From an optimization exercise on the open Yosys and OpenROAD flow, aimed at small area; shortcuts taken in it are not production practice. The RTL was checked by simulation tests, not by an equivalence proof against the original design. Power figures rest on the tool's default switching activity, not on a simulated workload.

==> flow/design.v <==
package ld_dma_pkg;
    localparam int GLB_ADDR_WIDTH      = 16;
    localparam int CGRA_DATA_WIDTH     = 16;
    localparam int BANK_DATA_WIDTH     = 64;
    localparam int WORD_BYTE_SHIFT     = 1;
    localparam int ROW_BYTE_SHIFT      = 3;
    localparam int MAX_NUM_WORDS_WIDTH = 12;
    localparam int QUEUE_DEPTH = 2;
    localparam int LOOP_LEVEL  = 2;
    localparam int BANK_READ_LATENCY = 4;
    localparam int DONE_PULSE_WIDTH  = 4;
    localparam logic [1:0] OFF       = 2'b00;
    localparam logic [1:0] NORMAL    = 2'b01;
    localparam logic [1:0] AUTO_INCR = 2'b10;
    localparam int LOOP_WIDTH = 2 * MAX_NUM_WORDS_WIDTH;
    localparam int HDR_ITER_LSB     = 0;
    localparam int HDR_INACTIVE_LSB = LOOP_LEVEL * LOOP_WIDTH;
    localparam int HDR_ACTIVE_LSB   = HDR_INACTIVE_LSB + MAX_NUM_WORDS_WIDTH;
    localparam int HDR_START_LSB    = HDR_ACTIVE_LSB + MAX_NUM_WORDS_WIDTH;
    localparam int HDR_VALID_BIT    = HDR_START_LSB + GLB_ADDR_WIDTH;
    localparam int HEADER_WIDTH     = HDR_VALID_BIT + 1;
    localparam int RDRQ_WIDTH = 1 + GLB_ADDR_WIDTH;
    localparam int RDRS_WIDTH = 1 + BANK_DATA_WIDTH;
endpackage
`timescale 1ns/100ps
module ld_dma_top (
    input  logic                                                  clk,
    input  logic                                                  reset,
    input  logic [1:0]                                            cfg_ld_dma_mode,
    input  logic [ld_dma_pkg::QUEUE_DEPTH*ld_dma_pkg::HEADER_WIDTH-1:0] cfg_ld_dma_header,
    input  logic                                                  strm_start_pulse,
    output logic [ld_dma_pkg::RDRQ_WIDTH-1:0]                     rdrq_packet,
    input  logic [ld_dma_pkg::RDRS_WIDTH-1:0]                     rdrs_packet,
    output logic [ld_dma_pkg::CGRA_DATA_WIDTH-1:0]                stream_data_g2f,
    output logic                                                  stream_data_valid_g2f,
    output logic                                                  stream_g2f_done_pulse,
    output logic [ld_dma_pkg::QUEUE_DEPTH-1:0]                    cfg_load_dma_invalidate_pulse
);
    localparam int HW = ld_dma_pkg::HEADER_WIDTH;
    localparam int VB = ld_dma_pkg::HDR_VALID_BIT;
    localparam int CW = ld_dma_pkg::MAX_NUM_WORDS_WIDTH;
    logic [1:0]      valid_d1;
    logic [1:0]      hv;
    logic [1:0]      loaded;
    logic [VB-1:0]   hd0, hd1;
    logic            q_sel;
    logic [1:0]      valid_rise;
    logic [VB-1:0]   cur;
    logic            cur_valid;
    logic start_pulse;
    logic done_pulse;
    assign valid_rise[0] = cfg_ld_dma_header[VB]      & ~valid_d1[0];
    assign valid_rise[1] = cfg_ld_dma_header[HW + VB] & ~valid_d1[1];
    assign cfg_load_dma_invalidate_pulse[0] = start_pulse & ~q_sel;
    assign cfg_load_dma_invalidate_pulse[1] = start_pulse &  q_sel;
    always_ff @(posedge clk or posedge reset) begin
        if (reset) begin
            valid_d1 <= '0;
            hv       <= '0;
            loaded   <= '0;
        end else begin
            valid_d1 <= {cfg_ld_dma_header[HW + VB], cfg_ld_dma_header[VB]};
            for (int i = 0; i < 2; i++) begin
                if (valid_rise[i]) begin
                    hv[i]     <= 1'b1;
                    loaded[i] <= 1'b1;
                end else if (cfg_load_dma_invalidate_pulse[i]) begin
                    hv[i] <= 1'b0;
                end
            end
        end
    end
    always_ff @(posedge clk) begin
        if (valid_rise[0]) hd0 <= cfg_ld_dma_header[VB-1:0];
        if (valid_rise[1]) hd1 <= cfg_ld_dma_header[HW +: VB];
    end
    always_ff @(posedge clk or posedge reset) begin
        if (reset) begin
            q_sel <= 1'b0;
        end else if (cfg_ld_dma_mode == ld_dma_pkg::AUTO_INCR) begin
            if (done_pulse) q_sel <= ~q_sel;
        end else begin
            q_sel <= 1'b0;
        end
    end
    assign cur = ({VB{~q_sel & loaded[0]}} & hd0) | ({VB{q_sel & loaded[1]}} & hd1);
    assign cur_valid = q_sel ? hv[1] : hv[0];
    logic [15:0]   cur_start;
    logic [CW-1:0] cur_active, cur_inactive, cur_r1, cur_s1, cur_r0, cur_s0;
    assign cur_start    = cur[ld_dma_pkg::HDR_START_LSB    +: 16];
    assign cur_active   = cur[ld_dma_pkg::HDR_ACTIVE_LSB   +: CW];
    assign cur_inactive = cur[ld_dma_pkg::HDR_INACTIVE_LSB +: CW];
    assign cur_r1       = cur[36 +: CW];
    assign cur_s1       = cur[24 +: CW];
    assign cur_r0       = cur[12 +: CW];
    assign cur_s0       = cur[0  +: CW];
    logic run_state;
    logic word_active;
    logic first;           
    logic start_next;
    logic [CW-1:0] cnt;    
    logic cnt_le1;
    logic last_word;
    always_comb begin
        case (cfg_ld_dma_mode)
            ld_dma_pkg::NORMAL:    start_next = ~run_state & strm_start_pulse;
            ld_dma_pkg::AUTO_INCR: start_next = ~run_state & (strm_start_pulse | cur_valid);
            default:               start_next = 1'b0;
        endcase
    end
    assign done_pulse = last_word & word_active;
    assign cnt_le1    = (cnt[CW-1:1] == '0);
    always_ff @(posedge clk or posedge reset) begin
        if (reset) begin
            start_pulse <= 1'b0;
            run_state   <= 1'b0;
            word_active <= 1'b0;
        end else begin
            start_pulse <= ~start_pulse & start_next;
            if (start_pulse)     run_state <= 1'b1;
            else if (done_pulse) run_state <= 1'b0;
            if (start_pulse) begin
                word_active <= 1'b1;
            end else if (run_state && !done_pulse) begin
                if (cur_inactive == '0) word_active <= 1'b1;
                else if (cnt_le1)       word_active <= ~word_active;
            end else begin
                word_active <= 1'b0;
            end
        end
    end
    always_ff @(posedge clk) first <= start_pulse;
    always_ff @(posedge clk) begin
        if (start_pulse) begin
            cnt <= cur_active;
        end else if (run_state && !done_pulse) begin
            if (cur_inactive == '0) begin
                if (!word_active) cnt <= '0;
            end else if (cnt_le1) begin
                cnt <= word_active ? cur_inactive : cur_active;
            end else begin
                cnt <= cnt - 1'b1;
            end
        end
    end
    logic [CW-1:0] r0_q, s0_q, s1_q, c0, c1;
    logic [15:1]   base;       
    logic [15:0]   req_addr;   
    logic          use_base;   
    logic          at_end0, at_end1;
    logic [15:1]   add_a;
    logic [CW-1:0] add_b;
    logic [15:1]   next_addr;
    logic          rd_en_q;
    assign at_end0   = (c0[CW-1:1] == '0);
    assign at_end1   = (c1[CW-1:1] == '0);
    assign last_word = at_end0 & at_end1;
    assign add_a     = start_pulse ? cur_start[15:1] : use_base ? base : req_addr[15:1];
    assign add_b     = start_pulse ? '0 : use_base ? s1_q : s0_q;
    assign next_addr = add_a + 15'(add_b);
    always_ff @(posedge clk) begin
        if (start_pulse) begin
            r0_q <= cur_r0;
            s0_q <= cur_s0;
            s1_q <= cur_s1;
            c0   <= cur_r0;
            c1   <= cur_r1;
            base <= next_addr;
            req_addr <= {next_addr, cur_start[0]};
        end else if (word_active) begin
            c0 <= at_end0 ? r0_q : c0 - 1'b1;
            if (at_end0) c1 <= c1 - 1'b1;
            use_base <= at_end0;
            if (!first) begin
                req_addr[15:1] <= next_addr;
                if (use_base) base <= next_addr;
            end
        end
    end
    logic [5:0]  vpipe;
    logic [5:0]  done_dly;
    logic [2:0]  done_left;   
    logic [4:0][1:0] sel_dly;
    logic [63:0] row_cache;
    always_ff @(posedge clk or posedge reset) begin
        if (reset) begin
            rd_en_q  <= 1'b0;
            vpipe    <= '0;
            done_dly <= '0;
            done_left <= '0;
        end else begin
            rd_en_q  <= word_active & (first | (next_addr[15:3] != req_addr[15:3]));
            vpipe    <= {vpipe[4:0], word_active};
            done_dly <= {done_dly[4:0], done_pulse};
            if (done_dly[5])            done_left <= 3'd4;
            else if (done_left != '0)   done_left <= done_left - 1'b1;
        end
    end
    always_ff @(posedge clk) begin
        sel_dly <= {sel_dly[3:0], req_addr[2:1]};
        if (rdrs_packet[64]) row_cache <= rdrs_packet[63:0];
    end
    assign rdrq_packet           = {rd_en_q, req_addr};
    assign stream_data_valid_g2f = vpipe[5];
    assign stream_data_g2f       = row_cache[sel_dly[4]*16 +: 16];
    assign stream_g2f_done_pulse = (done_left != '0);
endmodule
clock: 10.0 ns
lec_check: 0
cap_margin: 10
core_margin: 2
core_utilization: 65
slew_margin: 10
standard.sh (not shown) runs the stock make flow with config.mk's settings and CLKGATE_MAP_FILE= SYNTH_SCRIPT=/design/flow/synth_recipe.tcl, a recipe that flattens the netlist after the stock synthesis.
==> flow/flow/run.sh <==
#!/bin/bash
# Own layout flow: the standard synthesis, then an area-oriented re-mapping of the gates
# between the flip-flops (the flip-flops themselves are kept as synthesized), then the standard flow's
# standard layout with the smallest buffer on every port and a clock tree of small buffers
# without dummy loads. Each tool's full output goes to its own log file in this folder;
# every ORFS step also keeps its own log under orfs/logs/.
set -euo pipefail
export BUFFER_PORTS_ARGS="-buffer_cell sky130_fd_sc_hd__buf_1"
export CTS_ARGS="-sink_clustering_enable -repair_clock_nets -sink_clustering_size 10 -sink_clustering_max_diameter 40 -buf_list sky130_fd_sc_hd__clkbuf_4 -dont_use_dummy_load"
R=orfs/results/${FLOW_PLATFORM:-sky130hd}/ld_dma_top/base
bash standard.sh synth > flow_synth.log 2>&1
cp $R/1_2_yosys.v std_1_2_yosys.v
bash flow/remap.sh std_1_2_yosys.v remapped.v ${FLOW_TOP:-ld_dma_top} > remap.log 2>&1
cp remapped.v $R/1_2_yosys.v
bash standard.sh > flow_make.log 2>&1
Other scripts of this flow, unchanged in this note and not shown: flow/flow/remap.abc, flow/flow/remap.sh, flow/flow/remap.ys
Next try:
--- a/flow/design.v
+++ b/flow/design.v
@@ -154,20 +154,20 @@
     logic          rd_en_q;
     assign at_end0   = (c0[CW-1:1] == '0);
     assign at_end1   = (c1[CW-1:1] == '0);
     assign last_word = at_end0 & at_end1;
-    assign add_a     = start_pulse ? cur_start[15:1] : use_base ? base : req_addr[15:1];
-    assign add_b     = start_pulse ? '0 : use_base ? s1_q : s0_q;
+    assign add_a     = use_base ? base : req_addr[15:1];
+    assign add_b     = use_base ? s1_q : s0_q;
     assign next_addr = add_a + 15'(add_b);
     always_ff @(posedge clk) begin
         if (start_pulse) begin
             r0_q <= cur_r0;
             s0_q <= cur_s0;
             s1_q <= cur_s1;
             c0   <= cur_r0;
             c1   <= cur_r1;
-            base <= next_addr;
-            req_addr <= {next_addr, cur_start[0]};
+            base <= cur_start[15:1];
+            req_addr <= cur_start;
         end else if (word_active) begin
             c0 <= at_end0 ? r0_q : c0 - 1'b1;
             if (at_end0) c1 <= c1 - 1'b1;
             use_base <= at_end0;
=> The changed run went through all stages and came out clean. Via count goes up by about 1.8%. Fmax rose by 29%. Sequential cell count is unchanged. Utilization grows by 0.19 points. Design area rises by about 0.6%. Non-clock buffer count shrinks by 4. Global-route usage is lower by 0.66 points. Clock-buffer cell count is lower by 1. Synthesized cell count came out higher by 4.1%. Worst hold slack gets worse by 0.019 ns. Setup slack improved by 1.3 ns. Clock power is lower by about 2%.

## port drivers added, routing unchanged
In the flow no input, the clock included, has a driving cell. The finished layouts below were timed again as built, in two steps. Step 1 sets driving cells, clkbuf_16 on the clock port and buf_2 on the other inputs (assumed; they add their load-dependent delay and slew). Step 2 adds t to the input delays and takes it off the output delays; t is the mean of the earliest and latest rising clock arrival at the registers after step 1. Input paths then give back, and output paths get back, about the clock's delay inside the block. a / b / c = no drivers / after step 1 / after step 2; a / b = the first two.
run	t, ns	setup slack, ns	hold slack, ns	worst setup path at the end
the first run	0.707	4.074 / 4.074 / 4.074	0.334 / 0.334 / 0.334	register to register
the second run	0.684	5.394 / 5.394 / 5.394	0.315 / 0.315 / 0.315	register to register
After both steps every run listed still meets setup and hold.
